Source: an optimization exercise on an open RTL-to-GDS flow (aim: small area, a short achievable clock period and few clock cycles per item). Production flows keep margins and buffers that such runs may drop.
Function was not checked in any run shown here: the RTL went through the layout flow alone.
No activity file was given, so power comes from the tool's default toggle rates.

## flow/design.v (module list and top-level ports; edited modules follow where they fit)
// module fc_layer_top: 1192 lines
module fc_layer_top #(
    parameter int ICH_B       = 4,
    parameter int OCH_B       = 2,
    parameter int OCH_T       = 4,
    parameter int SCALE_SHIFT = 8,
    parameter int RELU        = 1
) (
    input  logic                      clk,
    input  logic                      areset,
    input  logic                      i_run,
    output logic                      o_idle,
    output logic                      o_run,
    output logic                      o_done,
    output logic                      o_en_err,
    output fc_ctrl_pkg::in_addr_t     o_in_addr,
    output logic                      o_in_ce,
    input  fc_data_pkg::act_t         i_in_q,
    output fc_ctrl_pkg::w_addr_t      o_w_addr,
    output logic                      o_w_ce,
    input  fc_data_pkg::weight_word_t i_w_q,
    output fc_ctrl_pkg::och_idx_t     o_b_addr,
    output logic                      o_b_ce,
    input  fc_data_pkg::bias_t        i_b_q,
    output fc_ctrl_pkg::och_idx_t     o_out_addr,
    output logic                      o_out_ce,
    output fc_data_pkg::act_t         o_out_d
);
  // ...
==> flow/run.sh <==
#!/bin/bash
# synth_recipe.tcl (not shown) runs the flow's synth.tcl, then flattens the netlist and writes it again
# the make line also repeats each setting of config.mk as NAME=value (left out here)
make -C /OpenROAD-flow-scripts/flow DESIGN_CONFIG=/design/flow/config.mk WORK_HOME=/design/flow/orfs CLKGATE_MAP_FILE= SYNTH_SCRIPT=/design/flow/synth_recipe.tcl finish
==> flow/config.mk <==
export PLATFORM = sky130hd
export DESIGN_NAME = fc_layer_top
export DESIGN_NICKNAME = fc_layer_top
export VERILOG_FILES = /design/flow/design.v
export SDC_FILE = /design/flow/constraint.sdc
export NUM_CORES = 4
export LEC_CHECK = 0
export CAP_MARGIN = 20
export CORE_MARGIN = 2
export CORE_UTILIZATION = 40
export PLACE_DENSITY = 0.6
export SLEW_MARGIN = 20
==> flow/constraint.sdc <==
create_clock -name core_clock -period 13.0 [get_ports {clk}]
set_input_delay 2.6000 -clock core_clock [delete_from_list [all_inputs] [get_ports {clk}]]
set_output_delay 2.6000 -clock core_clock [all_outputs]
set_load 0.01 [all_outputs]
==> results.yml, run 1 <==
status:
  outcome: "finished clean"
power:
  power_density_nw_per_um2: 276.3
  intPower_mw: 2.690
  pwr-share-clk_pct: 16.8
  comb_power_share_pct: 58.0
  seq-power_mw: 1.21
setup_path:
  crit_fanout: 26
  start_kind: "flip-flop"
  worstPathBufferInverterCount: 3
  slowest_delay_ps: 980
  worst-setup-path-type: "reg2reg"
  reg2reg_depth: 12
sta:
  slew-limit-headroom_pct: 30.56
  finClkSkew_ps: 10.78
  finalHoldViolations: 0
logic_synthesis:
  synth-xor-area-share_pct: 4.214
  synth_top_flop_cell: "dfxtp_1"
  synth_cell_types: 66
  synth_area_leaders: "dfxtp_1 26%, fa_1 19%, edfxtp_1 7.8%"
  synth_compound_area_share_pct: 15.73
layout:
  seq_cell_count: 236
  seq_area_share_pct: 29.62
  instances_no_fill: 2193
die:
  dieArea_um2: 39960
clock_tree:
  clk_latency_ps: 560
  cts_made_buffers: 28
routing:
  drt_first_pass_iters: 5
worst_hold_path:
  hp-class: "reg2reg"
==> inputs of run 2 (changes only) <==
==> flow/design.v (replaced) <==
`default_nettype none
package fc_data_pkg;
    localparam int LANES = 4;
    typedef logic signed [7:0] act_t;
    typedef logic signed [7:0] weight_t;
    typedef logic [LANES*8-1:0] weight_word_t;
    typedef logic signed [15:0] bias_t;
    typedef logic signed [23:0] acc_t;
endpackage
`default_nettype wire
`default_nettype none
package fc_ctrl_pkg;
    typedef logic [9:0] in_addr_t;
    typedef logic [11:0] w_addr_t;
    typedef logic [7:0] och_idx_t;
    typedef enum logic [1:0] {S_IDLE, S_ISSUE, S_WAIT_TILE, S_DRAIN} seq_state_t;
    typedef enum logic [1:0] {M_IDLE, M_LOAD, M_MAC} mac_state_t;
endpackage
`default_nettype wire
`default_nettype none
module fc_layer_top #(
    parameter int ICH_B       = 4,
    parameter int OCH_B       = 2,
    parameter int OCH_T       = 4,
    parameter int SCALE_SHIFT = 8,
    parameter int RELU        = 1
) (
    input  logic                      clk,
    input  logic                      areset,
    input  logic                      i_run,
    output logic                      o_idle,
    output logic                      o_run,
    output logic                      o_done,
    output logic                      o_en_err,
    output fc_ctrl_pkg::in_addr_t     o_in_addr,
    output logic                      o_in_ce,
    input  fc_data_pkg::act_t         i_in_q,
    output fc_ctrl_pkg::w_addr_t      o_w_addr,
    output logic                      o_w_ce,
    input  fc_data_pkg::weight_word_t i_w_q,
    output fc_ctrl_pkg::och_idx_t     o_b_addr,
    output logic                      o_b_ce,
    input  fc_data_pkg::bias_t        i_b_q,
    output fc_ctrl_pkg::och_idx_t     o_out_addr,
    output logic                      o_out_ce,
    output fc_data_pkg::act_t         o_out_d
);
    localparam logic [5:0] LAST = 6'd38;     
    logic       r_run;
    logic       r_run_o;         
    logic       r_idle;
    logic       r_done;
    logic       r_err;
    logic [5:0] c;
    logic       start;
    logic       fin;
    assign start = !r_run && i_run;
    assign fin   = r_run && (c == LAST);
    always_ff @(posedge clk) begin
        if (areset) begin
            r_run  <= 1'b0;
            r_run_o <= 1'b0;
            r_idle <= 1'b1;
            r_done <= 1'b0;
            r_err  <= 1'b0;
        end else begin
            r_err  <= r_err | (i_run & r_run);
            r_done <= fin;
            r_run  <= start | (r_run & !fin);
            r_run_o <= start | (r_run & !fin);
            r_idle <= !(start | (r_run & !fin));
        end
    end
    always_ff @(posedge clk) begin
        c <= r_run ? c + 6'd1 : 6'd0;
    end
    assign o_run    = r_run_o;
    assign o_idle   = r_idle;
    assign o_done   = r_done;
    assign o_en_err = r_err;
    logic [6:0] kw, ko;          
    logic       r_in_ce;
    logic [3:0] r_in_addr;       
    logic       r_w_ce;
    logic [4:0] r_w_addr;
    logic       r_b_ce;
    logic [2:0] r_b_addr;
    logic       r_out_ce;
    logic [2:0] r_out_addr;
    assign kw = {1'b0, c} - 7'd2;
    assign ko = {1'b0, c} - 7'd6;
    always_ff @(posedge clk) begin
        if (areset) begin
            r_in_ce  <= 1'b0;
            r_w_ce   <= 1'b0;
            r_b_ce   <= 1'b0;
            r_out_ce <= 1'b0;
        end else begin
            r_in_ce  <= start | (r_run && (c < 6'd31));
            r_w_ce   <= r_run && (kw < 7'd32);
            r_b_ce   <= r_run && (kw < 7'd32) && (kw[3:2] == 2'd0);
            r_out_ce <= r_run && (ko < 7'd32) && (ko[3:2] == 2'd3);
        end
    end
    always_ff @(posedge clk) begin
        r_in_addr  <= r_run ? c[3:0] + 4'd1 : 4'd0;
        r_w_addr   <= {kw[4], kw[1:0], kw[3:2]};
        r_b_addr   <= {kw[4], kw[1:0]};
        r_out_addr <= {ko[4], ko[1:0]};
    end
    assign o_in_ce    = r_in_ce;
    assign o_in_addr  = {6'd0, r_in_addr};
    assign o_w_ce     = r_w_ce;
    assign o_w_addr   = {7'd0, r_w_addr};
    assign o_b_ce     = r_b_ce;
    assign o_b_addr   = {5'd0, r_b_addr};
    assign o_out_ce   = r_out_ce;
    assign o_out_addr = {5'd0, r_out_addr};
    logic [7:0] sr1, sr2, sr3;
    logic [7:0] act [0:3];
    always_ff @(posedge clk) begin
        sr3 <= i_in_q;
        sr2 <= sr3;
        sr1 <= sr2;
        if (c[1:0] == 2'd0) begin
            act[0] <= sr1;
            act[1] <= sr2;
            act[2] <= sr3;
            act[3] <= i_in_q;
        end
    end
    logic [15:0] e_one, e_two, e_neg;
    logic [2:0]  cnt0, cnt1, cnt2, cnt3;
    always_ff @(posedge clk) begin
        for (int l = 0; l < 4; l++) begin
            for (int i = 0; i < 4; i++) begin
                e_neg[l * 4 + i] <= i_w_q[8 * l + 2 * i + 1];
                e_one[l * 4 + i] <= i_w_q[8 * l + 2 * i]
                                  ^ ((i == 0) ? 1'b0 : i_w_q[8 * l + ((i == 0) ? 0 : 2 * i - 1)]);
                e_two[l * 4 + i] <= (i_w_q[8 * l + 2 * i] == ((i == 0) ? 1'b0 : i_w_q[8 * l + ((i == 0) ? 0 : 2 * i - 1)]))
                                  && (i_w_q[8 * l + 2 * i + 1] != i_w_q[8 * l + 2 * i]);
            end
        end
        cnt0 <= 3'(i_w_q[1])  + 3'(i_w_q[9])  + 3'(i_w_q[17]) + 3'(i_w_q[25]);
        cnt1 <= 3'(i_w_q[3])  + 3'(i_w_q[11]) + 3'(i_w_q[19]) + 3'(i_w_q[27]);
        cnt2 <= 3'(i_w_q[5])  + 3'(i_w_q[13]) + 3'(i_w_q[21]) + 3'(i_w_q[29]);
        cnt3 <= 3'(i_w_q[7])  + 3'(i_w_q[15]) + 3'(i_w_q[23]) + 3'(i_w_q[31]);
    end
    logic [19:0] a_old;
    logic pp1;
    logic pp2;
    logic pp3;
    logic pp4;
    logic pp5;
    logic pp6;
    logic pp7;
    logic pp8;
    logic pp9;
    logic pp10;
    logic pp11;
    logic pp12;
    logic pp13;
    logic pp14;
    logic pp15;
    logic pp16;
    logic pp17;
    logic pp18;
    logic pp19;
    logic pp20;
    logic pp21;
    logic pp22;
    logic pp23;
    logic pp24;
    logic pp25;
    logic pp26;
    logic pp27;
    logic pp28;
    logic pp29;
    logic pp30;
    logic pp31;
    logic pp32;
    logic pp33;
    logic pp34;
    logic pp35;
    logic pp36;
    logic pp37;
    logic pp38;
    logic pp39;
    logic pp40;
    logic pp41;
    logic pp42;
    logic pp43;
    logic pp44;
    logic pp45;
    logic pp46;
    logic pp47;
    logic pp48;
    logic pp49;
    logic pp50;
    logic pp51;
    logic pp52;
    logic pp53;
    logic pp54;
    logic pp55;
    logic pp56;
    logic pp57;
    logic pp58;
    logic pp59;
    logic pp60;
    logic pp61;
    logic pp62;
    logic pp63;
    logic pp64;
    logic pp65;
    logic pp66;
    logic pp67;
    logic pp68;
    logic pp69;
    logic pp70;
    logic pp71;
    logic pp72;
    logic pp73;
    logic pp74;
    logic pp75;
    logic pp76;
    logic pp77;
    logic pp78;
    logic pp79;
    logic pp80;
    logic pp81;
    logic pp82;
    logic pp83;
    logic pp84;
    logic pp85;
    logic pp86;
    logic pp87;
    logic pp88;
    logic pp89;
    logic pp90;
    logic pp91;
    logic pp92;
    logic pp93;
    logic pp94;
    logic pp95;
    logic pp96;
    logic pp97;
    logic pp98;
    logic pp99;
    logic pp100;
    logic pp101;
    logic pp102;
    logic pp103;
    logic pp104;
    logic pp105;
    logic pp106;
    logic pp107;
    logic pp108;
    logic pp109;
    logic pp110;
    logic pp111;
    logic pp112;
    logic pp113;
    logic pp114;
    logic pp115;
    logic pp116;
    logic pp117;
    logic pp118;
    logic pp119;
    logic pp120;
    logic pp121;
    logic pp122;
    logic pp123;
    logic pp124;
    logic pp125;
    logic pp126;
    logic pp127;
    logic pp128;
    logic pp129;
    logic pp130;
    logic pp131;
    logic pp132;
    logic pp133;
    logic pp134;
    logic pp135;
    logic pp136;
    logic pp137;
    logic pp138;
    logic pp139;
    logic pp140;
    logic pp141;
    logic pp142;
    logic pp143;
    logic pp144;
    logic fs145;
    logic fc146;
    logic fs147;
    logic fc148;
    logic fs149;
    logic fc150;
    logic fs151;
    logic fc152;
    logic fs153;
    logic fc154;
    logic hs155;
    logic hc156;
    logic fs157;
    logic fc158;
    logic fs159;
    logic fc160;
    logic fs161;
    logic fc162;
    logic fs163;
    logic fc164;
    logic hs165;
    logic hc166;
    logic fs167;
    logic fc168;
    logic fs169;
    logic fc170;
    logic fs171;
    logic fc172;
    logic fs173;
    logic fc174;
    logic fs175;
    logic fc176;
    logic fs177;
    logic fc178;
    logic fs179;
    logic fc180;
    logic hs181;
    logic hc182;
    logic fs183;
    logic fc184;
    logic fs185;
    logic fc186;
    logic fs187;
    logic fc188;
    logic fs189;
    logic fc190;
    logic fs191;
    logic fc192;
    logic fs193;
    logic fc194;
    logic hs195;
    logic hc196;
    logic fs197;
    logic fc198;
    logic fs199;
    logic fc200;
    logic fs201;
    logic fc202;
    logic hs203;
    logic hc204;
    logic fs205;
    logic fc206;
    logic fs207;
    logic fc208;
    logic fs209;
    logic fc210;
    logic fs211;
    logic fc212;
    logic fs213;
    logic fc214;
    logic fs215;
    logic fc216;
    logic fs217;
    logic fc218;
    logic fs219;
    logic fc220;
    logic fs221;
    logic fc222;
    logic fs223;
    logic fc224;
    logic fs225;
    logic fc226;
    logic fs227;
    logic fc228;
    logic fs229;
    logic fc230;
    logic fs231;
    logic fc232;
    logic fs233;
    logic fc234;
    logic fs235;
    logic fc236;
    logic fs237;
    logic fc238;
    logic fs239;
    logic fc240;
    logic fs241;
    logic fc242;
    logic fs243;
    logic fc244;
    logic fs245;
    logic fc246;
    logic fs247;
    logic fc248;
    logic fs249;
    logic fc250;
    logic hs251;
    logic hc252;
    logic fs253;
    logic fc254;
    logic fs255;
    logic fc256;
    logic fs257;
    logic fc258;
    logic hs259;
    logic hc260;
    logic fs261;
    logic fc262;
    logic fs263;
    logic fc264;
    logic hs265;
    logic hc266;
    logic fs267;
    logic fc268;
    logic fs269;
    logic fc270;
    logic fs271;
    logic fc272;
    logic fs273;
    logic fc274;
    logic fs275;
    logic fc276;
    logic fs277;
    logic fc278;
    logic fs279;
    logic fc280;
    logic fs281;
    logic fc282;
    logic fs283;
    logic fc284;
    logic fs285;
    logic fc286;
    logic fs287;
    logic fc288;
    logic fs289;
    logic fc290;
    logic fs291;
    logic fc292;
    logic fs293;
    logic fc294;
    logic fs295;
    logic fc296;
    logic fs297;
    logic fc298;
    logic fs299;
    logic fc300;
    logic fs301;
    logic fc302;
    logic fs303;
    logic fc304;
    logic fs305;
    logic fc306;
    logic fs307;
    logic fc308;
    logic fs309;
    logic fc310;
    logic fs311;
    logic fc312;
    logic fs313;
    logic fc314;
    logic fs315;
    logic fc316;
    logic fs317;
    logic fc318;
    logic fs319;
    logic fc320;
    logic fs321;
    logic fc322;
    logic fs323;
    logic fc324;
    logic hs325;
    logic hc326;
    logic fs327;
    logic fc328;
    logic fs329;
    logic fc330;
    logic fs331;
    logic fc332;
    logic hs333;
    logic hc334;
    logic fs335;
    logic fc336;
    logic fs337;
    logic fc338;
    logic fs339;
    logic fc340;
    logic fs341;
    logic fc342;
    logic fs343;
    logic fc344;
    logic fs345;
    logic fc346;
    logic fs347;
    logic fc348;
    logic fs349;
    logic fc350;
    logic fs351;
    logic fc352;
    logic fs353;
    logic fc354;
    logic fs355;
    logic fc356;
    logic fs357;
    logic fc358;
    logic fs359;
    logic fc360;
    logic fs361;
    logic fc362;
    logic fs363;
    logic fc364;
    logic fs365;
    logic fc366;
    logic fs367;
    logic fc368;
    logic fs369;
    logic fc370;
    logic fs371;
    logic fc372;
    logic fs373;
    logic fc374;
    logic fs375;
    logic fc376;
    logic fs377;
    logic fc378;
    logic fs379;
    logic fc380;
    logic fs381;
    logic fc382;
    logic fs383;
    logic fc384;
    logic fs385;
    logic fc386;
    logic hs387;
    logic hc388;
    logic hs389;
    logic hc390;
    logic fs391;
    logic fc392;
    logic fs393;
    logic fc394;
    logic fs395;
    logic fc396;
    logic fs397;
    logic fc398;
    logic fs399;
    logic fc400;
    logic fs401;
    logic fc402;
    logic fs403;
    logic fc404;
    logic fs405;
    logic fc406;
    logic fs407;
    logic fc408;
    logic fs409;
    logic fc410;
    logic fs411;
    logic fc412;
    logic fs413;
    logic fc414;
    logic fs415;
    logic fc416;
    logic fs417;
    logic fc418;
    logic fs419;
    logic fc420;
    logic hs421;
    logic hc422;
    logic fs423;
    logic fc424;
    logic fs425;
    logic fc426;
    logic fs427;
    logic fc428;
    logic fs429;
    logic fc430;
    logic fs431;
    logic fc432;
    logic fs433;
    logic fc434;
    logic fs435;
    logic fc436;
    logic fs437;
    logic fc438;
    logic fs439;
    logic fc440;
    logic fs441;
    logic fc442;
    logic fs443;
    logic fc444;
    logic fs445;
    logic fc446;
    logic fs447;
    logic fc448;
    logic fs449;
    logic fc450;
    logic fs451;
    logic fc452;
    logic fs453;
    logic fc454;
    logic hs455;
    logic hc456;
    logic hs457;
    logic hc458;
    logic hs459;
    assign pp1 = (e_one[0] & act[0][0]) ^ e_neg[0];
    assign pp2 = ((e_one[0] & act[0][1]) | (e_two[0] & act[0][0])) ^ e_neg[0];
    assign pp3 = ((e_one[0] & act[0][2]) | (e_two[0] & act[0][1])) ^ e_neg[0];
    assign pp4 = ((e_one[0] & act[0][3]) | (e_two[0] & act[0][2])) ^ e_neg[0];
    assign pp5 = ((e_one[0] & act[0][4]) | (e_two[0] & act[0][3])) ^ e_neg[0];
    assign pp6 = ((e_one[0] & act[0][5]) | (e_two[0] & act[0][4])) ^ e_neg[0];
    assign pp7 = ((e_one[0] & act[0][6]) | (e_two[0] & act[0][5])) ^ e_neg[0];
    assign pp8 = ((e_one[0] & act[0][7]) | (e_two[0] & act[0][6])) ^ e_neg[0];
    assign pp9 = ~(((e_one[0] & act[0][7]) | (e_two[0] & act[0][7])) ^ e_neg[0]);
    assign pp10 = (e_one[1] & act[0][0]) ^ e_neg[1];
    assign pp11 = ((e_one[1] & act[0][1]) | (e_two[1] & act[0][0])) ^ e_neg[1];
    assign pp12 = ((e_one[1] & act[0][2]) | (e_two[1] & act[0][1])) ^ e_neg[1];
    assign pp13 = ((e_one[1] & act[0][3]) | (e_two[1] & act[0][2])) ^ e_neg[1];
    assign pp14 = ((e_one[1] & act[0][4]) | (e_two[1] & act[0][3])) ^ e_neg[1];
    assign pp15 = ((e_one[1] & act[0][5]) | (e_two[1] & act[0][4])) ^ e_neg[1];
    assign pp16 = ((e_one[1] & act[0][6]) | (e_two[1] & act[0][5])) ^ e_neg[1];
    assign pp17 = ((e_one[1] & act[0][7]) | (e_two[1] & act[0][6])) ^ e_neg[1];
    assign pp18 = ~(((e_one[1] & act[0][7]) | (e_two[1] & act[0][7])) ^ e_neg[1]);
    assign pp19 = (e_one[2] & act[0][0]) ^ e_neg[2];
    assign pp20 = ((e_one[2] & act[0][1]) | (e_two[2] & act[0][0])) ^ e_neg[2];
    assign pp21 = ((e_one[2] & act[0][2]) | (e_two[2] & act[0][1])) ^ e_neg[2];
    assign pp22 = ((e_one[2] & act[0][3]) | (e_two[2] & act[0][2])) ^ e_neg[2];
    assign pp23 = ((e_one[2] & act[0][4]) | (e_two[2] & act[0][3])) ^ e_neg[2];
    assign pp24 = ((e_one[2] & act[0][5]) | (e_two[2] & act[0][4])) ^ e_neg[2];
    assign pp25 = ((e_one[2] & act[0][6]) | (e_two[2] & act[0][5])) ^ e_neg[2];
    assign pp26 = ((e_one[2] & act[0][7]) | (e_two[2] & act[0][6])) ^ e_neg[2];
    assign pp27 = ~(((e_one[2] & act[0][7]) | (e_two[2] & act[0][7])) ^ e_neg[2]);
    assign pp28 = (e_one[3] & act[0][0]) ^ e_neg[3];
    assign pp29 = ((e_one[3] & act[0][1]) | (e_two[3] & act[0][0])) ^ e_neg[3];
    assign pp30 = ((e_one[3] & act[0][2]) | (e_two[3] & act[0][1])) ^ e_neg[3];
    assign pp31 = ((e_one[3] & act[0][3]) | (e_two[3] & act[0][2])) ^ e_neg[3];
    assign pp32 = ((e_one[3] & act[0][4]) | (e_two[3] & act[0][3])) ^ e_neg[3];
    assign pp33 = ((e_one[3] & act[0][5]) | (e_two[3] & act[0][4])) ^ e_neg[3];
    assign pp34 = ((e_one[3] & act[0][6]) | (e_two[3] & act[0][5])) ^ e_neg[3];
    assign pp35 = ((e_one[3] & act[0][7]) | (e_two[3] & act[0][6])) ^ e_neg[3];
    assign pp36 = ~(((e_one[3] & act[0][7]) | (e_two[3] & act[0][7])) ^ e_neg[3]);
    assign pp37 = (e_one[4] & act[1][0]) ^ e_neg[4];
    assign pp38 = ((e_one[4] & act[1][1]) | (e_two[4] & act[1][0])) ^ e_neg[4];
    assign pp39 = ((e_one[4] & act[1][2]) | (e_two[4] & act[1][1])) ^ e_neg[4];
    assign pp40 = ((e_one[4] & act[1][3]) | (e_two[4] & act[1][2])) ^ e_neg[4];
    assign pp41 = ((e_one[4] & act[1][4]) | (e_two[4] & act[1][3])) ^ e_neg[4];
    assign pp42 = ((e_one[4] & act[1][5]) | (e_two[4] & act[1][4])) ^ e_neg[4];
    assign pp43 = ((e_one[4] & act[1][6]) | (e_two[4] & act[1][5])) ^ e_neg[4];
    assign pp44 = ((e_one[4] & act[1][7]) | (e_two[4] & act[1][6])) ^ e_neg[4];
    assign pp45 = ~(((e_one[4] & act[1][7]) | (e_two[4] & act[1][7])) ^ e_neg[4]);
    assign pp46 = (e_one[5] & act[1][0]) ^ e_neg[5];
    assign pp47 = ((e_one[5] & act[1][1]) | (e_two[5] & act[1][0])) ^ e_neg[5];
    assign pp48 = ((e_one[5] & act[1][2]) | (e_two[5] & act[1][1])) ^ e_neg[5];
    assign pp49 = ((e_one[5] & act[1][3]) | (e_two[5] & act[1][2])) ^ e_neg[5];
    assign pp50 = ((e_one[5] & act[1][4]) | (e_two[5] & act[1][3])) ^ e_neg[5];
    assign pp51 = ((e_one[5] & act[1][5]) | (e_two[5] & act[1][4])) ^ e_neg[5];
    assign pp52 = ((e_one[5] & act[1][6]) | (e_two[5] & act[1][5])) ^ e_neg[5];
    assign pp53 = ((e_one[5] & act[1][7]) | (e_two[5] & act[1][6])) ^ e_neg[5];
    assign pp54 = ~(((e_one[5] & act[1][7]) | (e_two[5] & act[1][7])) ^ e_neg[5]);
    assign pp55 = (e_one[6] & act[1][0]) ^ e_neg[6];
    assign pp56 = ((e_one[6] & act[1][1]) | (e_two[6] & act[1][0])) ^ e_neg[6];
    assign pp57 = ((e_one[6] & act[1][2]) | (e_two[6] & act[1][1])) ^ e_neg[6];
    assign pp58 = ((e_one[6] & act[1][3]) | (e_two[6] & act[1][2])) ^ e_neg[6];
    assign pp59 = ((e_one[6] & act[1][4]) | (e_two[6] & act[1][3])) ^ e_neg[6];
    assign pp60 = ((e_one[6] & act[1][5]) | (e_two[6] & act[1][4])) ^ e_neg[6];
    assign pp61 = ((e_one[6] & act[1][6]) | (e_two[6] & act[1][5])) ^ e_neg[6];
    assign pp62 = ((e_one[6] & act[1][7]) | (e_two[6] & act[1][6])) ^ e_neg[6];
    assign pp63 = ~(((e_one[6] & act[1][7]) | (e_two[6] & act[1][7])) ^ e_neg[6]);
    assign pp64 = (e_one[7] & act[1][0]) ^ e_neg[7];
    assign pp65 = ((e_one[7] & act[1][1]) | (e_two[7] & act[1][0])) ^ e_neg[7];
    assign pp66 = ((e_one[7] & act[1][2]) | (e_two[7] & act[1][1])) ^ e_neg[7];
    assign pp67 = ((e_one[7] & act[1][3]) | (e_two[7] & act[1][2])) ^ e_neg[7];
    assign pp68 = ((e_one[7] & act[1][4]) | (e_two[7] & act[1][3])) ^ e_neg[7];
    assign pp69 = ((e_one[7] & act[1][5]) | (e_two[7] & act[1][4])) ^ e_neg[7];
    assign pp70 = ((e_one[7] & act[1][6]) | (e_two[7] & act[1][5])) ^ e_neg[7];
    assign pp71 = ((e_one[7] & act[1][7]) | (e_two[7] & act[1][6])) ^ e_neg[7];
    assign pp72 = ~(((e_one[7] & act[1][7]) | (e_two[7] & act[1][7])) ^ e_neg[7]);
    assign pp73 = (e_one[8] & act[2][0]) ^ e_neg[8];
    assign pp74 = ((e_one[8] & act[2][1]) | (e_two[8] & act[2][0])) ^ e_neg[8];
    assign pp75 = ((e_one[8] & act[2][2]) | (e_two[8] & act[2][1])) ^ e_neg[8];
    assign pp76 = ((e_one[8] & act[2][3]) | (e_two[8] & act[2][2])) ^ e_neg[8];
    assign pp77 = ((e_one[8] & act[2][4]) | (e_two[8] & act[2][3])) ^ e_neg[8];
    assign pp78 = ((e_one[8] & act[2][5]) | (e_two[8] & act[2][4])) ^ e_neg[8];
    assign pp79 = ((e_one[8] & act[2][6]) | (e_two[8] & act[2][5])) ^ e_neg[8];
    assign pp80 = ((e_one[8] & act[2][7]) | (e_two[8] & act[2][6])) ^ e_neg[8];
    assign pp81 = ~(((e_one[8] & act[2][7]) | (e_two[8] & act[2][7])) ^ e_neg[8]);
    assign pp82 = (e_one[9] & act[2][0]) ^ e_neg[9];
    assign pp83 = ((e_one[9] & act[2][1]) | (e_two[9] & act[2][0])) ^ e_neg[9];
    assign pp84 = ((e_one[9] & act[2][2]) | (e_two[9] & act[2][1])) ^ e_neg[9];
    assign pp85 = ((e_one[9] & act[2][3]) | (e_two[9] & act[2][2])) ^ e_neg[9];
    assign pp86 = ((e_one[9] & act[2][4]) | (e_two[9] & act[2][3])) ^ e_neg[9];
    assign pp87 = ((e_one[9] & act[2][5]) | (e_two[9] & act[2][4])) ^ e_neg[9];
    assign pp88 = ((e_one[9] & act[2][6]) | (e_two[9] & act[2][5])) ^ e_neg[9];
    assign pp89 = ((e_one[9] & act[2][7]) | (e_two[9] & act[2][6])) ^ e_neg[9];
    assign pp90 = ~(((e_one[9] & act[2][7]) | (e_two[9] & act[2][7])) ^ e_neg[9]);
    assign pp91 = (e_one[10] & act[2][0]) ^ e_neg[10];
    assign pp92 = ((e_one[10] & act[2][1]) | (e_two[10] & act[2][0])) ^ e_neg[10];
    assign pp93 = ((e_one[10] & act[2][2]) | (e_two[10] & act[2][1])) ^ e_neg[10];
    assign pp94 = ((e_one[10] & act[2][3]) | (e_two[10] & act[2][2])) ^ e_neg[10];
    assign pp95 = ((e_one[10] & act[2][4]) | (e_two[10] & act[2][3])) ^ e_neg[10];
    assign pp96 = ((e_one[10] & act[2][5]) | (e_two[10] & act[2][4])) ^ e_neg[10];
    assign pp97 = ((e_one[10] & act[2][6]) | (e_two[10] & act[2][5])) ^ e_neg[10];
    assign pp98 = ((e_one[10] & act[2][7]) | (e_two[10] & act[2][6])) ^ e_neg[10];
    assign pp99 = ~(((e_one[10] & act[2][7]) | (e_two[10] & act[2][7])) ^ e_neg[10]);
    assign pp100 = (e_one[11] & act[2][0]) ^ e_neg[11];
    assign pp101 = ((e_one[11] & act[2][1]) | (e_two[11] & act[2][0])) ^ e_neg[11];
    assign pp102 = ((e_one[11] & act[2][2]) | (e_two[11] & act[2][1])) ^ e_neg[11];
    assign pp103 = ((e_one[11] & act[2][3]) | (e_two[11] & act[2][2])) ^ e_neg[11];
    assign pp104 = ((e_one[11] & act[2][4]) | (e_two[11] & act[2][3])) ^ e_neg[11];
    assign pp105 = ((e_one[11] & act[2][5]) | (e_two[11] & act[2][4])) ^ e_neg[11];
    assign pp106 = ((e_one[11] & act[2][6]) | (e_two[11] & act[2][5])) ^ e_neg[11];
    assign pp107 = ((e_one[11] & act[2][7]) | (e_two[11] & act[2][6])) ^ e_neg[11];
    assign pp108 = ~(((e_one[11] & act[2][7]) | (e_two[11] & act[2][7])) ^ e_neg[11]);
    assign pp109 = (e_one[12] & act[3][0]) ^ e_neg[12];
    assign pp110 = ((e_one[12] & act[3][1]) | (e_two[12] & act[3][0])) ^ e_neg[12];
    assign pp111 = ((e_one[12] & act[3][2]) | (e_two[12] & act[3][1])) ^ e_neg[12];
    assign pp112 = ((e_one[12] & act[3][3]) | (e_two[12] & act[3][2])) ^ e_neg[12];
    assign pp113 = ((e_one[12] & act[3][4]) | (e_two[12] & act[3][3])) ^ e_neg[12];
    assign pp114 = ((e_one[12] & act[3][5]) | (e_two[12] & act[3][4])) ^ e_neg[12];
    assign pp115 = ((e_one[12] & act[3][6]) | (e_two[12] & act[3][5])) ^ e_neg[12];
    assign pp116 = ((e_one[12] & act[3][7]) | (e_two[12] & act[3][6])) ^ e_neg[12];
    assign pp117 = ~(((e_one[12] & act[3][7]) | (e_two[12] & act[3][7])) ^ e_neg[12]);
    assign pp118 = (e_one[13] & act[3][0]) ^ e_neg[13];
    assign pp119 = ((e_one[13] & act[3][1]) | (e_two[13] & act[3][0])) ^ e_neg[13];
    assign pp120 = ((e_one[13] & act[3][2]) | (e_two[13] & act[3][1])) ^ e_neg[13];
    assign pp121 = ((e_one[13] & act[3][3]) | (e_two[13] & act[3][2])) ^ e_neg[13];
    assign pp122 = ((e_one[13] & act[3][4]) | (e_two[13] & act[3][3])) ^ e_neg[13];
    assign pp123 = ((e_one[13] & act[3][5]) | (e_two[13] & act[3][4])) ^ e_neg[13];
    assign pp124 = ((e_one[13] & act[3][6]) | (e_two[13] & act[3][5])) ^ e_neg[13];
    assign pp125 = ((e_one[13] & act[3][7]) | (e_two[13] & act[3][6])) ^ e_neg[13];
    assign pp126 = ~(((e_one[13] & act[3][7]) | (e_two[13] & act[3][7])) ^ e_neg[13]);
    assign pp127 = (e_one[14] & act[3][0]) ^ e_neg[14];
    assign pp128 = ((e_one[14] & act[3][1]) | (e_two[14] & act[3][0])) ^ e_neg[14];
    assign pp129 = ((e_one[14] & act[3][2]) | (e_two[14] & act[3][1])) ^ e_neg[14];
    assign pp130 = ((e_one[14] & act[3][3]) | (e_two[14] & act[3][2])) ^ e_neg[14];
    assign pp131 = ((e_one[14] & act[3][4]) | (e_two[14] & act[3][3])) ^ e_neg[14];
    assign pp132 = ((e_one[14] & act[3][5]) | (e_two[14] & act[3][4])) ^ e_neg[14];
    assign pp133 = ((e_one[14] & act[3][6]) | (e_two[14] & act[3][5])) ^ e_neg[14];
    assign pp134 = ((e_one[14] & act[3][7]) | (e_two[14] & act[3][6])) ^ e_neg[14];
    assign pp135 = ~(((e_one[14] & act[3][7]) | (e_two[14] & act[3][7])) ^ e_neg[14]);
    assign pp136 = (e_one[15] & act[3][0]) ^ e_neg[15];
    assign pp137 = ((e_one[15] & act[3][1]) | (e_two[15] & act[3][0])) ^ e_neg[15];
    assign pp138 = ((e_one[15] & act[3][2]) | (e_two[15] & act[3][1])) ^ e_neg[15];
    assign pp139 = ((e_one[15] & act[3][3]) | (e_two[15] & act[3][2])) ^ e_neg[15];
    assign pp140 = ((e_one[15] & act[3][4]) | (e_two[15] & act[3][3])) ^ e_neg[15];
    assign pp141 = ((e_one[15] & act[3][5]) | (e_two[15] & act[3][4])) ^ e_neg[15];
    assign pp142 = ((e_one[15] & act[3][6]) | (e_two[15] & act[3][5])) ^ e_neg[15];
    assign pp143 = ((e_one[15] & act[3][7]) | (e_two[15] & act[3][6])) ^ e_neg[15];
    assign pp144 = ~(((e_one[15] & act[3][7]) | (e_two[15] & act[3][7])) ^ e_neg[15]);
    assign fs145 = a_old[4] ^ cnt1[2] ^ cnt2[0];
    assign fc146 = (a_old[4] & cnt1[2]) | (a_old[4] & cnt2[0]) | (cnt1[2] & cnt2[0]);
    assign fs147 = a_old[5] ^ cnt2[1] ^ pp114;
    assign fc148 = (a_old[5] & cnt2[1]) | (a_old[5] & pp114) | (cnt2[1] & pp114);
    assign fs149 = a_old[6] ^ cnt2[2] ^ cnt3[0];
    assign fc150 = (a_old[6] & cnt2[2]) | (a_old[6] & cnt3[0]) | (cnt2[2] & cnt3[0]);
    assign fs151 = pp100 ^ pp115 ^ pp122;
    assign fc152 = (pp100 & pp115) | (pp100 & pp122) | (pp115 & pp122);
    assign fs153 = pp129 ^ pp136 ^ pp14;
    assign fc154 = (pp129 & pp136) | (pp129 & pp14) | (pp136 & pp14);
    assign hs155 = pp21 ^ pp28;
    assign hc156 = pp21 & pp28;
    assign fs157 = a_old[7] ^ cnt3[1] ^ pp101;
    assign fc158 = (a_old[7] & cnt3[1]) | (a_old[7] & pp101) | (cnt3[1] & pp101);
    assign fs159 = pp116 ^ pp123 ^ pp130;
    assign fc160 = (pp116 & pp123) | (pp116 & pp130) | (pp123 & pp130);
    assign fs161 = pp137 ^ pp15 ^ pp22;
    assign fc162 = (pp137 & pp15) | (pp137 & pp22) | (pp15 & pp22);
    assign fs163 = pp29 ^ pp44 ^ pp51;
    assign fc164 = (pp29 & pp44) | (pp29 & pp51) | (pp44 & pp51);
    assign hs165 = pp58 ^ pp65;
    assign hc166 = pp58 & pp65;
    assign fs167 = a_old[8] ^ cnt3[2] ^ pp102;
    assign fc168 = (a_old[8] & cnt3[2]) | (a_old[8] & pp102) | (cnt3[2] & pp102);
    assign fs169 = pp117 ^ pp124 ^ pp131;
    assign fc170 = (pp117 & pp124) | (pp117 & pp131) | (pp124 & pp131);
    assign fs171 = pp138 ^ pp16 ^ pp23;
    assign fc172 = (pp138 & pp16) | (pp138 & pp23) | (pp16 & pp23);
    assign fs173 = pp30 ^ pp45 ^ pp52;
    assign fc174 = (pp30 & pp45) | (pp30 & pp52) | (pp45 & pp52);
    assign fs175 = pp59 ^ pp66 ^ pp81;
    assign fc176 = (pp59 & pp66) | (pp59 & pp81) | (pp66 & pp81);
    assign fs177 = a_old[9] ^ pp103 ^ pp125;
    assign fc178 = (a_old[9] & pp103) | (a_old[9] & pp125) | (pp103 & pp125);
    assign fs179 = pp132 ^ pp139 ^ pp17;
    assign fc180 = (pp132 & pp139) | (pp132 & pp17) | (pp139 & pp17);
    assign hs181 = pp24 ^ pp31;
    assign hc182 = pp24 & pp31;
    assign fs183 = 1'b1 ^ a_old[10] ^ pp104;
    assign fc184 = (1'b1 & a_old[10]) | (1'b1 & pp104) | (a_old[10] & pp104);
    assign fs185 = pp126 ^ pp133 ^ pp140;
    assign fc186 = (pp126 & pp133) | (pp126 & pp140) | (pp133 & pp140);
    assign fs187 = a_old[2] ^ cnt0[2] ^ cnt1[0];
    assign fc188 = (a_old[2] & cnt0[2]) | (a_old[2] & cnt1[0]) | (cnt0[2] & cnt1[0]);
    assign fs189 = a_old[3] ^ cnt1[1] ^ pp11;
    assign fc190 = (a_old[3] & cnt1[1]) | (a_old[3] & pp11) | (cnt1[1] & pp11);
    assign fs191 = fs145 ^ pp113 ^ pp12;
    assign fc192 = (fs145 & pp113) | (fs145 & pp12) | (pp113 & pp12);
    assign fs193 = pp120 ^ pp127 ^ pp19;
    assign fc194 = (pp120 & pp127) | (pp120 & pp19) | (pp127 & pp19);
    assign hs195 = pp41 ^ pp48;
    assign hc196 = pp41 & pp48;
    assign fs197 = fc146 ^ pp121 ^ pp128;
    assign fc198 = (fc146 & pp121) | (fc146 & pp128) | (pp121 & pp128);
    assign fs199 = pp13 ^ pp20 ^ pp42;
    assign fc200 = (pp13 & pp20) | (pp13 & pp42) | (pp20 & pp42);
    assign fs201 = pp49 ^ pp56 ^ pp6;
    assign fc202 = (pp49 & pp56) | (pp49 & pp6) | (pp56 & pp6);
    assign hs203 = pp78 ^ pp85;
    assign hc204 = pp78 & pp85;
    assign fs205 = fs149 ^ pp43 ^ pp50;
    assign fc206 = (fs149 & pp43) | (fs149 & pp50) | (pp43 & pp50);
    assign fs207 = pp57 ^ pp64 ^ pp7;
    assign fc208 = (pp57 & pp64) | (pp57 & pp7) | (pp64 & pp7);
    assign fs209 = pp79 ^ pp86 ^ pp93;
    assign fc210 = (pp79 & pp86) | (pp79 & pp93) | (pp86 & pp93);
    assign fs211 = hs155 ^ fc148 ^ fs151;
    assign fc212 = (hs155 & fc148) | (hs155 & fs151) | (fc148 & fs151);
    assign fs213 = fc150 ^ pp8 ^ pp80;
    assign fc214 = (fc150 & pp8) | (fc150 & pp80) | (pp8 & pp80);
    assign fs215 = pp87 ^ pp94 ^ hc156;
    assign fc216 = (pp87 & pp94) | (pp87 & hc156) | (pp94 & hc156);
    assign fs217 = hs165 ^ fc152 ^ fc154;
    assign fc218 = (hs165 & fc152) | (hs165 & fc154) | (fc152 & fc154);
    assign fs219 = fs157 ^ fs159 ^ fs161;
    assign fc220 = (fs157 & fs159) | (fs157 & fs161) | (fs159 & fs161);
    assign fs221 = pp88 ^ pp9 ^ pp95;
    assign fc222 = (pp88 & pp9) | (pp88 & pp95) | (pp9 & pp95);
    assign fs223 = hc166 ^ fc158 ^ fc160;
    assign fc224 = (hc166 & fc158) | (hc166 & fc160) | (fc158 & fc160);
    assign fs225 = fc162 ^ fc164 ^ fs167;
    assign fc226 = (fc162 & fc164) | (fc162 & fs167) | (fc164 & fs167);
    assign fs227 = fs169 ^ fs171 ^ fs173;
    assign fc228 = (fs169 & fs171) | (fs169 & fs173) | (fs171 & fs173);
    assign fs229 = pp53 ^ pp60 ^ pp67;
    assign fc230 = (pp53 & pp60) | (pp53 & pp67) | (pp60 & pp67);
    assign fs231 = pp89 ^ pp96 ^ hs181;
    assign fc232 = (pp89 & pp96) | (pp89 & hs181) | (pp96 & hs181);
    assign fs233 = fc168 ^ fc170 ^ fc172;
    assign fc234 = (fc168 & fc170) | (fc168 & fc172) | (fc170 & fc172);
    assign fs235 = fc174 ^ fc176 ^ fs177;
    assign fc236 = (fc174 & fc176) | (fc174 & fs177) | (fc176 & fs177);
    assign fs237 = pp18 ^ pp25 ^ pp32;
    assign fc238 = (pp18 & pp25) | (pp18 & pp32) | (pp25 & pp32);
    assign fs239 = pp54 ^ pp61 ^ pp68;
    assign fc240 = (pp54 & pp61) | (pp54 & pp68) | (pp61 & pp68);
    assign fs241 = pp90 ^ pp97 ^ hc182;
    assign fc242 = (pp90 & pp97) | (pp90 & hc182) | (pp97 & hc182);
    assign fs243 = fc178 ^ fc180 ^ fs183;
    assign fc244 = (fc178 & fc180) | (fc178 & fs183) | (fc180 & fs183);
    assign fs245 = 1'b1 ^ a_old[11] ^ pp105;
    assign fc246 = (1'b1 & a_old[11]) | (1'b1 & pp105) | (a_old[11] & pp105);
    assign fs247 = pp134 ^ pp141 ^ pp26;
    assign fc248 = (pp134 & pp141) | (pp134 & pp26) | (pp141 & pp26);
    assign fs249 = pp33 ^ pp62 ^ pp69;
    assign fc250 = (pp33 & pp62) | (pp33 & pp69) | (pp62 & pp69);
    assign hs251 = pp98 ^ fc184;
    assign hc252 = pp98 & fc184;
    assign fs253 = a_old[12] ^ pp106 ^ pp135;
    assign fc254 = (a_old[12] & pp106) | (a_old[12] & pp135) | (pp106 & pp135);
    assign fs255 = pp142 ^ pp27 ^ pp34;
    assign fc256 = (pp142 & pp27) | (pp142 & pp34) | (pp27 & pp34);
    assign fs257 = fs187 ^ pp10 ^ pp111;
    assign fc258 = (fs187 & pp10) | (fs187 & pp111) | (pp10 & pp111);
    assign hs259 = pp118 ^ pp3;
    assign hc260 = pp118 & pp3;
    assign fs261 = fc188 ^ pp112 ^ pp119;
    assign fc262 = (fc188 & pp112) | (fc188 & pp119) | (pp112 & pp119);
    assign fs263 = pp4 ^ pp40 ^ pp47;
    assign fc264 = (pp4 & pp40) | (pp4 & pp47) | (pp40 & pp47);
    assign hs265 = pp76 ^ pp83;
    assign hc266 = pp76 & pp83;
    assign fs267 = pp5 ^ pp55 ^ pp77;
    assign fc268 = (pp5 & pp55) | (pp5 & pp77) | (pp55 & pp77);
    assign fs269 = pp84 ^ pp91 ^ hs195;
    assign fc270 = (pp84 & pp91) | (pp84 & hs195) | (pp91 & hs195);
    assign fs271 = fc190 ^ fs191 ^ fs193;
    assign fc272 = (fc190 & fs191) | (fc190 & fs193) | (fs191 & fs193);
    assign fs273 = pp92 ^ hc196 ^ hs203;
    assign fc274 = (pp92 & hc196) | (pp92 & hs203) | (hc196 & hs203);
    assign fs275 = fc192 ^ fc194 ^ fs147;
    assign fc276 = (fc192 & fc194) | (fc192 & fs147) | (fc194 & fs147);
    assign fs277 = fs197 ^ fs199 ^ fs201;
    assign fc278 = (fs197 & fs199) | (fs197 & fs201) | (fs199 & fs201);
    assign fs279 = hc204 ^ fc198 ^ fc200;
    assign fc280 = (hc204 & fc198) | (hc204 & fc200) | (fc198 & fc200);
    assign fs281 = fc202 ^ fs153 ^ fs205;
    assign fc282 = (fc202 & fs153) | (fc202 & fs205) | (fs153 & fs205);
    assign fs283 = fs207 ^ fs209 ^ fs211;
    assign fc284 = (fs207 & fs209) | (fs207 & fs211) | (fs209 & fs211);
    assign fs285 = fc206 ^ fc208 ^ fc210;
    assign fc286 = (fc206 & fc208) | (fc206 & fc210) | (fc208 & fc210);
    assign fs287 = fs163 ^ fs213 ^ fs215;
    assign fc288 = (fs163 & fs213) | (fs163 & fs215) | (fs213 & fs215);
    assign fs289 = fc212 ^ fs217 ^ fs219;
    assign fc290 = (fc212 & fs217) | (fc212 & fs219) | (fs217 & fs219);
    assign fs291 = fc214 ^ fs175 ^ fs221;
    assign fc292 = (fc214 & fs175) | (fc214 & fs221) | (fs175 & fs221);
    assign fs293 = fc216 ^ fc218 ^ fc220;
    assign fc294 = (fc216 & fc218) | (fc216 & fc220) | (fc218 & fc220);
    assign fs295 = fs223 ^ fs225 ^ fs227;
    assign fc296 = (fs223 & fs225) | (fs223 & fs227) | (fs225 & fs227);
    assign fs297 = fc222 ^ fs179 ^ fs229;
    assign fc298 = (fc222 & fs179) | (fc222 & fs229) | (fs179 & fs229);
    assign fs299 = fc224 ^ fs231 ^ fc226;
    assign fc300 = (fc224 & fs231) | (fc224 & fc226) | (fs231 & fc226);
    assign fs301 = fc228 ^ fs233 ^ fs235;
    assign fc302 = (fc228 & fs233) | (fc228 & fs235) | (fs233 & fs235);
    assign fs303 = fc230 ^ fs185 ^ fs237;
    assign fc304 = (fc230 & fs185) | (fc230 & fs237) | (fs185 & fs237);
    assign fs305 = fs239 ^ fc232 ^ fs241;
    assign fc306 = (fs239 & fc232) | (fs239 & fs241) | (fc232 & fs241);
    assign fs307 = fc234 ^ fc236 ^ fs243;
    assign fc308 = (fc234 & fc236) | (fc234 & fs243) | (fc236 & fs243);
    assign fs309 = fc186 ^ fc238 ^ fc240;
    assign fc310 = (fc186 & fc238) | (fc186 & fc240) | (fc238 & fc240);
    assign fs311 = fs245 ^ fs247 ^ fs249;
    assign fc312 = (fs245 & fs247) | (fs245 & fs249) | (fs247 & fs249);
    assign fs313 = fc242 ^ hs251 ^ fc244;
    assign fc314 = (fc242 & hs251) | (fc242 & fc244) | (hs251 & fc244);
    assign fs315 = pp63 ^ pp70 ^ pp99;
    assign fc316 = (pp63 & pp70) | (pp63 & pp99) | (pp70 & pp99);
    assign fs317 = fc246 ^ fc248 ^ fc250;
    assign fc318 = (fc246 & fc248) | (fc246 & fc250) | (fc248 & fc250);
    assign fs319 = fs253 ^ fs255 ^ hc252;
    assign fc320 = (fs253 & fs255) | (fs253 & hc252) | (fs255 & hc252);
    assign fs321 = 1'b1 ^ a_old[13] ^ pp107;
    assign fc322 = (1'b1 & a_old[13]) | (1'b1 & pp107) | (a_old[13] & pp107);
    assign fs323 = pp143 ^ pp35 ^ pp71;
    assign fc324 = (pp143 & pp35) | (pp143 & pp71) | (pp35 & pp71);
    assign hs325 = fc254 ^ fc256;
    assign hc326 = fc254 & fc256;
    assign fs327 = a_old[14] ^ pp108 ^ pp144;
    assign fc328 = (a_old[14] & pp108) | (a_old[14] & pp144) | (pp108 & pp144);
    assign fs329 = a_old[0] ^ cnt0[0] ^ pp1;
    assign fc330 = (a_old[0] & cnt0[0]) | (a_old[0] & pp1) | (cnt0[0] & pp1);
    assign fs331 = a_old[1] ^ cnt0[1] ^ pp110;
    assign fc332 = (a_old[1] & cnt0[1]) | (a_old[1] & pp110) | (cnt0[1] & pp110);
    assign hs333 = pp2 ^ pp38;
    assign hc334 = pp2 & pp38;
    assign fs335 = pp39 ^ pp46 ^ pp75;
    assign fc336 = (pp39 & pp46) | (pp39 & pp75) | (pp46 & pp75);
    assign fs337 = pp82 ^ hs259 ^ fs257;
    assign fc338 = (pp82 & hs259) | (pp82 & fs257) | (hs259 & fs257);
    assign fs339 = hc260 ^ hs265 ^ fc258;
    assign fc340 = (hc260 & hs265) | (hc260 & fc258) | (hs265 & fc258);
    assign fs341 = fs189 ^ fs261 ^ fs263;
    assign fc342 = (fs189 & fs261) | (fs189 & fs263) | (fs261 & fs263);
    assign fs343 = hc266 ^ fc262 ^ fc264;
    assign fc344 = (hc266 & fc262) | (hc266 & fc264) | (fc262 & fc264);
    assign fs345 = fs267 ^ fs269 ^ fs271;
    assign fc346 = (fs267 & fs269) | (fs267 & fs271) | (fs269 & fs271);
    assign fs347 = fc268 ^ fc270 ^ fs273;
    assign fc348 = (fc268 & fc270) | (fc268 & fs273) | (fc270 & fs273);
    assign fs349 = fc272 ^ fs275 ^ fs277;
    assign fc350 = (fc272 & fs275) | (fc272 & fs277) | (fs275 & fs277);
    assign fs351 = fc274 ^ fc276 ^ fc278;
    assign fc352 = (fc274 & fc276) | (fc274 & fc278) | (fc276 & fc278);
    assign fs353 = fs279 ^ fs281 ^ fs283;
    assign fc354 = (fs279 & fs281) | (fs279 & fs283) | (fs281 & fs283);
    assign fs355 = fc280 ^ fc282 ^ fs285;
    assign fc356 = (fc280 & fc282) | (fc280 & fs285) | (fc282 & fs285);
    assign fs357 = fs287 ^ fc284 ^ fs289;
    assign fc358 = (fs287 & fc284) | (fs287 & fs289) | (fc284 & fs289);
    assign fs359 = fc286 ^ fs291 ^ fc288;
    assign fc360 = (fc286 & fs291) | (fc286 & fc288) | (fs291 & fc288);
    assign fs361 = fc290 ^ fs293 ^ fs295;
    assign fc362 = (fc290 & fs293) | (fc290 & fs295) | (fs293 & fs295);
    assign fs363 = fc292 ^ fs297 ^ fc294;
    assign fc364 = (fc292 & fs297) | (fc292 & fc294) | (fs297 & fc294);
    assign fs365 = fc296 ^ fs299 ^ fs301;
    assign fc366 = (fc296 & fs299) | (fc296 & fs301) | (fs299 & fs301);
    assign fs367 = fc298 ^ fs303 ^ fs305;
    assign fc368 = (fc298 & fs303) | (fc298 & fs305) | (fs303 & fs305);
    assign fs369 = fc300 ^ fc302 ^ fs307;
    assign fc370 = (fc300 & fc302) | (fc300 & fs307) | (fc302 & fs307);
    assign fs371 = fc304 ^ fs309 ^ fs311;
    assign fc372 = (fc304 & fs309) | (fc304 & fs311) | (fs309 & fs311);
    assign fs373 = fc306 ^ fc308 ^ fs313;
    assign fc374 = (fc306 & fc308) | (fc306 & fs313) | (fc308 & fs313);
    assign fs375 = fs315 ^ fc310 ^ fc312;
    assign fc376 = (fs315 & fc310) | (fs315 & fc312) | (fc310 & fc312);
    assign fs377 = fs317 ^ fs319 ^ fc314;
    assign fc378 = (fs317 & fs319) | (fs317 & fc314) | (fs319 & fc314);
    assign fs379 = fc316 ^ fs321 ^ fs323;
    assign fc380 = (fc316 & fs321) | (fc316 & fs323) | (fs321 & fs323);
    assign fs381 = hs325 ^ fc318 ^ fc320;
    assign fc382 = (hs325 & fc318) | (hs325 & fc320) | (fc318 & fc320);
    assign fs383 = pp36 ^ pp72 ^ fc322;
    assign fc384 = (pp36 & pp72) | (pp36 & fc322) | (pp72 & fc322);
    assign fs385 = fc324 ^ fs327 ^ hc326;
    assign fc386 = (fc324 & fs327) | (fc324 & hc326) | (fs327 & hc326);
    assign hs387 = 1'b1 ^ a_old[15];
    assign hc388 = 1'b1 & a_old[15];
    assign hs389 = pp109 ^ pp37;
    assign hc390 = pp109 & pp37;
    assign fs391 = pp74 ^ hs333 ^ fc330;
    assign fc392 = (pp74 & hs333) | (pp74 & fc330) | (hs333 & fc330);
    assign fs393 = hc334 ^ fc332 ^ fs335;
    assign fc394 = (hc334 & fc332) | (hc334 & fs335) | (fc332 & fs335);
    assign fs395 = fc336 ^ fc338 ^ fs339;
    assign fc396 = (fc336 & fc338) | (fc336 & fs339) | (fc338 & fs339);
    assign fs397 = fc340 ^ fc342 ^ fs343;
    assign fc398 = (fc340 & fc342) | (fc340 & fs343) | (fc342 & fs343);
    assign fs399 = fc344 ^ fs347 ^ fc346;
    assign fc400 = (fc344 & fs347) | (fc344 & fc346) | (fs347 & fc346);
    assign fs401 = fc348 ^ fc350 ^ fs351;
    assign fc402 = (fc348 & fc350) | (fc348 & fs351) | (fc350 & fs351);
    assign fs403 = fc352 ^ fs355 ^ fc354;
    assign fc404 = (fc352 & fs355) | (fc352 & fc354) | (fs355 & fc354);
    assign fs405 = fc356 ^ fs359 ^ fc358;
    assign fc406 = (fc356 & fs359) | (fc356 & fc358) | (fs359 & fc358);
    assign fs407 = fc360 ^ fs363 ^ fc362;
    assign fc408 = (fc360 & fs363) | (fc360 & fc362) | (fs363 & fc362);
    assign fs409 = fc364 ^ fs367 ^ fc366;
    assign fc410 = (fc364 & fs367) | (fc364 & fc366) | (fs367 & fc366);
    assign fs411 = fs371 ^ fc368 ^ fc370;
    assign fc412 = (fs371 & fc368) | (fs371 & fc370) | (fc368 & fc370);
    assign fs413 = fc372 ^ fs375 ^ fc374;
    assign fc414 = (fc372 & fs375) | (fc372 & fc374) | (fs375 & fc374);
    assign fs415 = fs379 ^ fc376 ^ fs381;
    assign fc416 = (fs379 & fc376) | (fs379 & fs381) | (fc376 & fs381);
    assign fs417 = fc380 ^ fs383 ^ fs385;
    assign fc418 = (fc380 & fs383) | (fc380 & fs385) | (fs383 & fs385);
    assign fs419 = hs387 ^ fc328 ^ fc384;
    assign fc420 = (hs387 & fc328) | (hs387 & fc384) | (fc328 & fc384);
    assign hs421 = r_cs_0_0 ^ r_cs_0_1;
    assign hc422 = r_cs_0_0 & r_cs_0_1;
    assign fs423 = r_cs_1_0 ^ r_cs_1_1 ^ r_cs_1_2;
    assign fc424 = (r_cs_1_0 & r_cs_1_1) | (r_cs_1_0 & r_cs_1_2) | (r_cs_1_1 & r_cs_1_2);
    assign fs425 = r_cs_2_0 ^ r_cs_2_1 ^ r_cs_2_2;
    assign fc426 = (r_cs_2_0 & r_cs_2_1) | (r_cs_2_0 & r_cs_2_2) | (r_cs_2_1 & r_cs_2_2);
    assign fs427 = r_cs_3_0 ^ r_cs_3_1 ^ r_cs_3_2;
    assign fc428 = (r_cs_3_0 & r_cs_3_1) | (r_cs_3_0 & r_cs_3_2) | (r_cs_3_1 & r_cs_3_2);
    assign fs429 = r_cs_4_0 ^ r_cs_4_1 ^ r_cs_4_2;
    assign fc430 = (r_cs_4_0 & r_cs_4_1) | (r_cs_4_0 & r_cs_4_2) | (r_cs_4_1 & r_cs_4_2);
    assign fs431 = r_cs_5_0 ^ r_cs_5_1 ^ r_cs_5_2;
    assign fc432 = (r_cs_5_0 & r_cs_5_1) | (r_cs_5_0 & r_cs_5_2) | (r_cs_5_1 & r_cs_5_2);
    assign fs433 = r_cs_6_0 ^ r_cs_6_1 ^ r_cs_6_2;
    assign fc434 = (r_cs_6_0 & r_cs_6_1) | (r_cs_6_0 & r_cs_6_2) | (r_cs_6_1 & r_cs_6_2);
    assign fs435 = r_cs_7_0 ^ r_cs_7_1 ^ r_cs_7_2;
    assign fc436 = (r_cs_7_0 & r_cs_7_1) | (r_cs_7_0 & r_cs_7_2) | (r_cs_7_1 & r_cs_7_2);
    assign fs437 = r_cs_8_0 ^ r_cs_8_1 ^ r_cs_8_2;
    assign fc438 = (r_cs_8_0 & r_cs_8_1) | (r_cs_8_0 & r_cs_8_2) | (r_cs_8_1 & r_cs_8_2);
    assign fs439 = r_cs_9_0 ^ r_cs_9_1 ^ r_cs_9_2;
    assign fc440 = (r_cs_9_0 & r_cs_9_1) | (r_cs_9_0 & r_cs_9_2) | (r_cs_9_1 & r_cs_9_2);
    assign fs441 = r_cs_10_0 ^ r_cs_10_1 ^ r_cs_10_2;
    assign fc442 = (r_cs_10_0 & r_cs_10_1) | (r_cs_10_0 & r_cs_10_2) | (r_cs_10_1 & r_cs_10_2);
    assign fs443 = r_cs_11_0 ^ r_cs_11_1 ^ r_cs_11_2;
    assign fc444 = (r_cs_11_0 & r_cs_11_1) | (r_cs_11_0 & r_cs_11_2) | (r_cs_11_1 & r_cs_11_2);
    assign fs445 = r_cs_12_0 ^ r_cs_12_1 ^ r_cs_12_2;
    assign fc446 = (r_cs_12_0 & r_cs_12_1) | (r_cs_12_0 & r_cs_12_2) | (r_cs_12_1 & r_cs_12_2);
    assign fs447 = r_cs_13_0 ^ r_cs_13_1 ^ r_cs_13_2;
    assign fc448 = (r_cs_13_0 & r_cs_13_1) | (r_cs_13_0 & r_cs_13_2) | (r_cs_13_1 & r_cs_13_2);
    assign fs449 = r_cs_14_0 ^ r_cs_14_1 ^ r_cs_14_2;
    assign fc450 = (r_cs_14_0 & r_cs_14_1) | (r_cs_14_0 & r_cs_14_2) | (r_cs_14_1 & r_cs_14_2);
    assign fs451 = r_cs_15_0 ^ r_cs_15_1 ^ r_cs_15_2;
    assign fc452 = (r_cs_15_0 & r_cs_15_1) | (r_cs_15_0 & r_cs_15_2) | (r_cs_15_1 & r_cs_15_2);
    assign fs453 = r_cs_16_0 ^ r_cs_16_1 ^ r_cs_16_2;
    assign fc454 = (r_cs_16_0 & r_cs_16_1) | (r_cs_16_0 & r_cs_16_2) | (r_cs_16_1 & r_cs_16_2);
    assign hs455 = r_cs_17_0 ^ r_cs_17_1;
    assign hc456 = r_cs_17_0 & r_cs_17_1;
    assign hs457 = r_cs_18_0 ^ r_cs_18_1;
    assign hc458 = r_cs_18_0 & r_cs_18_1;
    assign hs459 = r_cs_19_0 ^ r_cs_19_1;
    logic r_cs_0_0;
    logic r_cs_0_1;
    logic r_cs_0_2;
    logic r_cs_1_0;
    logic r_cs_1_1;
    logic r_cs_1_2;
    logic r_cs_2_0;
    logic r_cs_2_1;
    logic r_cs_2_2;
    logic r_cs_3_0;
    logic r_cs_3_1;
    logic r_cs_3_2;
    logic r_cs_4_0;
    logic r_cs_4_1;
    logic r_cs_4_2;
    logic r_cs_5_0;
    logic r_cs_5_1;
    logic r_cs_5_2;
    logic r_cs_6_0;
    logic r_cs_6_1;
    logic r_cs_6_2;
    logic r_cs_7_0;
    logic r_cs_7_1;
    logic r_cs_7_2;
    logic r_cs_8_0;
    logic r_cs_8_1;
    logic r_cs_8_2;
    logic r_cs_9_0;
    logic r_cs_9_1;
    logic r_cs_9_2;
    logic r_cs_10_0;
    logic r_cs_10_1;
    logic r_cs_10_2;
    logic r_cs_11_0;
    logic r_cs_11_1;
    logic r_cs_11_2;
    logic r_cs_12_0;
    logic r_cs_12_1;
    logic r_cs_12_2;
    logic r_cs_13_0;
    logic r_cs_13_1;
    logic r_cs_13_2;
    logic r_cs_14_0;
    logic r_cs_14_1;
    logic r_cs_14_2;
    logic r_cs_15_0;
    logic r_cs_15_1;
    logic r_cs_15_2;
    logic r_cs_16_0;
    logic r_cs_16_1;
    logic r_cs_16_2;
    logic r_cs_17_0;
    logic r_cs_17_1;
    logic r_cs_18_0;
    logic r_cs_18_1;
    logic r_cs_19_0;
    logic r_cs_19_1;
    always_ff @(posedge clk) begin
        r_cs_0_0 <= hs389;
        r_cs_0_1 <= pp73;
        r_cs_0_2 <= fs329;
        r_cs_1_0 <= hc390;
        r_cs_1_1 <= fs391;
        r_cs_1_2 <= fs331;
        r_cs_2_0 <= fc392;
        r_cs_2_1 <= fs393;
        r_cs_2_2 <= fs337;
        r_cs_3_0 <= fc394;
        r_cs_3_1 <= fs395;
        r_cs_3_2 <= fs341;
        r_cs_4_0 <= fc396;
        r_cs_4_1 <= fs397;
        r_cs_4_2 <= fs345;
        r_cs_5_0 <= fc398;
        r_cs_5_1 <= fs399;
        r_cs_5_2 <= fs349;
        r_cs_6_0 <= fc400;
        r_cs_6_1 <= fs401;
        r_cs_6_2 <= fs353;
        r_cs_7_0 <= fc402;
        r_cs_7_1 <= fs403;
        r_cs_7_2 <= fs357;
        r_cs_8_0 <= fc404;
        r_cs_8_1 <= fs405;
        r_cs_8_2 <= fs361;
        r_cs_9_0 <= fc406;
        r_cs_9_1 <= fs407;
        r_cs_9_2 <= fs365;
        r_cs_10_0 <= fc408;
        r_cs_10_1 <= fs409;
        r_cs_10_2 <= fs369;
        r_cs_11_0 <= fc410;
        r_cs_11_1 <= fs411;
        r_cs_11_2 <= fs373;
        r_cs_12_0 <= fc412;
        r_cs_12_1 <= fs413;
        r_cs_12_2 <= fs377;
        r_cs_13_0 <= fc414;
        r_cs_13_1 <= fs415;
        r_cs_13_2 <= fc378;
        r_cs_14_0 <= fc416;
        r_cs_14_1 <= fs417;
        r_cs_14_2 <= fc382;
        r_cs_15_0 <= fc418;
        r_cs_15_1 <= fs419;
        r_cs_15_2 <= fc386;
        r_cs_16_0 <= fc420;
        r_cs_16_1 <= a_old[16];
        r_cs_16_2 <= hc388;
        r_cs_17_0 <= 1'b1;
        r_cs_17_1 <= a_old[17];
        r_cs_18_0 <= 1'b1;
        r_cs_18_1 <= a_old[18];
        r_cs_19_0 <= 1'b1;
        r_cs_19_1 <= a_old[19];
    end
    logic [19:0] s2_a, s2_b, s2_sum;
    logic [7:0]  quant;
    assign s2_a   = {hc458, hc456, fc454, fc452, fc450, fc448, fc446, fc444, fc442, fc440, fc438, fc436, fc434, fc432, fc430, fc428, fc426, fc424, hc422, hs421};
    assign s2_b   = {hs459, hs457, hs455, fs453, fs451, fs449, fs447, fs445, fs443, fs441, fs439, fs437, fs435, fs433, fs431, fs429, fs427, fs425, fs423, r_cs_0_2};
    assign s2_sum = s2_a + s2_b;
    assign quant = s2_sum[19] ? 8'd0 : ((|s2_sum[18:15]) ? 8'd127 : {1'b0, s2_sum[14:8]});
    logic [19:0] a3, a2, a1;
    logic [6:0]  kb;
    logic        ld_bias;
    logic [7:0]  r_out_d;
    assign kb      = {1'b0, c} - 7'd4;
    assign ld_bias = (kb < 7'd32) && (kb[3:2] == 2'd0);
    always_ff @(posedge clk) begin
        a3 <= s2_sum;
        a2 <= a3;
        a1 <= ld_bias ? 20'($signed(i_b_q)) : a2;
        r_out_d <= quant;
    end
    assign a_old   = a1;
    assign o_out_d = r_out_d;
endmodule
`default_nettype wire
==> run 2 against run 1 <==
Global-route usage down 1.6 points. Combinational power up 5%. Cell area down 7.8%. Synthesized cell count down 21%. Sequential share of layout area up 4.6 points. Largest power group unchanged. Highest routed layer unchanged.
==> results.yml, run 2 <==
layout:
  final_common_cell: "dfxtp_1"
  largest_reg_flops: 32
  top_register: "act"
  layout-drive-gt1-share_pct: 4.723
  nNetsFinal: 1585
  areaGrowthSynthToFinish_pct: 12.48
  antennaDiodeCount: 0
  final_cell_mix: "225 x dfxtp_1, 167 x inv_1, 144 x fa_1"
worst_hold_path:
  min-delay-start: "a3[17]"
  hp-class: "reg2reg"
logic_synthesis:
  yosys.area_share.adder_pct: 24.46
  synth_cell_types: 60
  synth_top_family_by_area: "adder cells"
  ys_seq_elements: 257
  synthMuxAreaShare_pct: 0.1499
  syn_area_um2: 14190
  synth_top_area_share_pct: 31.74
  synthArstFlopShare_pct: 0
  synth_area_leaders: "dfxtp_1 32%, fa_1 20%, edfxtp_1 6.8%"
  ys_warn_count: 2
  synth_cells: 1319
  synth_compound_area_share_pct: 10.92
  synth_most_common_cell: "dfxtp_1"
  synth.largest_area_cell: "dfxtp_1"
  avgSynthCellArea_um2: 10.76
  synth_edf_count: 32
  yosys-top-cells-count: "225 x dfxtp_1, 167 x inv_1, 144 x fa_1"
  yosys.area_share.simple_pct: 5.952
  synth_top_flop_cell: "dfxtp_1"
  synth.yosys.seq_area_share_pct: 38.52
  synth-xor-area-share_pct: 11.04
setup_path:
  start_kind: "flip-flop"
  crit_arrival_ps: 1790
  worst-setup-path-type: "reg2out"
  cp-startpoint: "c[3]"
  crit_chain: "clkdlybuf4s50_1"
  critPathSlowestCell: "clkdlybuf4s50_1"
  crit_required_ps: 10400
  crit_path_end_kind: "output pin"
  rr_startpoint: "act[3][4]"
  crit_fanout: 13
  critPathTopFamily: "buffers and inverters"
  slowest_delay_ps: 630
  worstPathBufferInverterCount: 1
clock_tree:
  cts_setup_buffers: 0
  clk_latency_ps: 540
  root_buffer: "clkbuf_16"
  clockBufferDepth: 3
  hold_buffers: 0
  clock-sinks: 257
  htree_num_levels: 1
  cts_resized: 0
  clkTransAtPathRegs_ps: 60
  cts_made_buffers: 26
  cts_tree: "built"
routing:
  via_per_inst: 4.875
  postRouteWirelength_mm: 32.35
  routedWlPerCell_um: 17.87
  drc: 0
  antenna_left: 0
  drt_first_pass_iters: 5
  vias: 8824
  drt_iter0_drc: 611
power:
  power_density_nw_per_um2: 306.8
  power.leakage_nw: 6.768
  vdd_drop_max_uv: 176.7
die:
  dieArea_um2: 37000
  start_util_pct: 40.88
  num_io_pins: 113
  num_rows: 68
  die_x_um: 192.3
  fp.coreArea_um2: 34710
  dieHeight_um: 192.3
global_routing:
  grt_pass1_vias: 9054
  grt-ovfl-total: 0
  grt_usage_pct: 18.03
  grt_max_degree: 33
  grt_pass1_wl_mm: 51.08
  antenna_found_initial: 0
sta:
  layout_setup_ws_ps: 8612
  finClkSkew_ps: 13.53
  worst_pin_slew_ps: 722.7
  final_period_minus_worst_setup_slack_ps: 4388
  setup_tns_ps: 0
  setup_viol: 0
  rsz0062_at_grt: "false"
  drv_slew: 0
  max_freq_ghz: 0.2279
  slew-limit-headroom_pct: 51.82
  finalHoldViolations: 0
  period_share_pct: 33.76
place:
  place.gp.congestion: 0.9101
  dpl.hpwl_mm: 26.51
  port_buffers: 88
  post-place-ws_ps: 8495
job:
  cap_violations: 0
status:
  outcome: "finished clean"
[run 2: cell count changes after synthesis, sizes merged, moves of 39 or more]
cell   previous run  this run
a21oi           109        23
maj3             39         0
a22oi            20       112
nand2           182        95
xor2             45        98
xnor2            28        80
nor2             97        21
[run 2: area by class of cell]
type,instances,area (um2)
Tap cell,455,569.3
Fill cell,3257,18750
Inverter,168,630.6
Timing Repair Buffer,90,895.9
Clock inverter,13,117.6
Multi-Input combinational cell,792,7547
Sequential cell,257,5465
Clock buffer,35,734.5
[run 2: cell families after synthesis]
kind of cell,after synthesis
buf+inv,293
simple gates,181
xor+xnor,178
mux,2
flops,257
other cells,1
fa+ha+maj,191
compound gates,216
[run 2: path summary, 6_finish.rpt]
kind	end	slack, ps	depth (start not counted)
min reg2reg	a2[17]	320	0
max reg2reg	r_cs_9_1	9450	8
max	o_in_addr[3]	8610	1
min	a2[17]	320	0
[run 2: power by group]
part	total, mW	internal (mW)	switching, mW
registers	1.27	1.11	0.159
clock network	0.725	0.419	0.306
logic	2.90	1.19	1.71
total	4.90	2.72	2.18
[run 2: layer usage]
layer	share of wire, %	wire, um	track usage [%]
met1	47	15130	25.14
met2	46	14800	29.73
met3	5.4	1755	2.600
met4	2.1	670	4.081
met5	0	0	0
[run 2: stage by stage]
stage	power, mW	util, %	hold WS (ps)	instances	area [um2]
3_3_place_gp	4.144	43.52	310.1	1762	15110
2_1_floorplan	3.429	-	309.6	1342	14280
6_report	4.896	45.98	321.5	1810	15960
5_1_grt	5.404	45.98	328.7	1810	15960
4_1_cts	4.934	45.98	323.7	1810	15960
3_5_place_dp	4.189	43.52	312.1	1762	15110

## afterwards: timing with drivers on the ports
No port has a modelled driver above. Below, the same layouts with a new extraction and two added sets of constraints. Step 1 sets driving cells, clkbuf_16 on the clock port and buf_2 on the other inputs (assumed; they add their load-dependent delay and slew). Step 2 adds t to the input delays and takes it off the output delays; t is the mean of the earliest and latest rising clock arrival at the registers after step 1. Input paths then give back, and output paths get back, about the clock's delay inside the block. a / b / c = ideal / step 1 / step 2; a / b = the first two.
| run | shift t [ns] | slack for setup (ns) | worst register clock-pin slew, ns |
|---|---|---|---|
| run 1 | 0.609 | 8.354 / 8.354 / 8.354 | 0.06 / 0.06 |
| run 2 | 0.582 | 8.612 / 8.562 / 8.495 | 0.06 / 0.06 |
After both steps setup and hold are still met in every run listed. For run 2, which loses most, drivers alone change the setup slack by -0.050 ns; drivers and shift together by -0.117 ns.
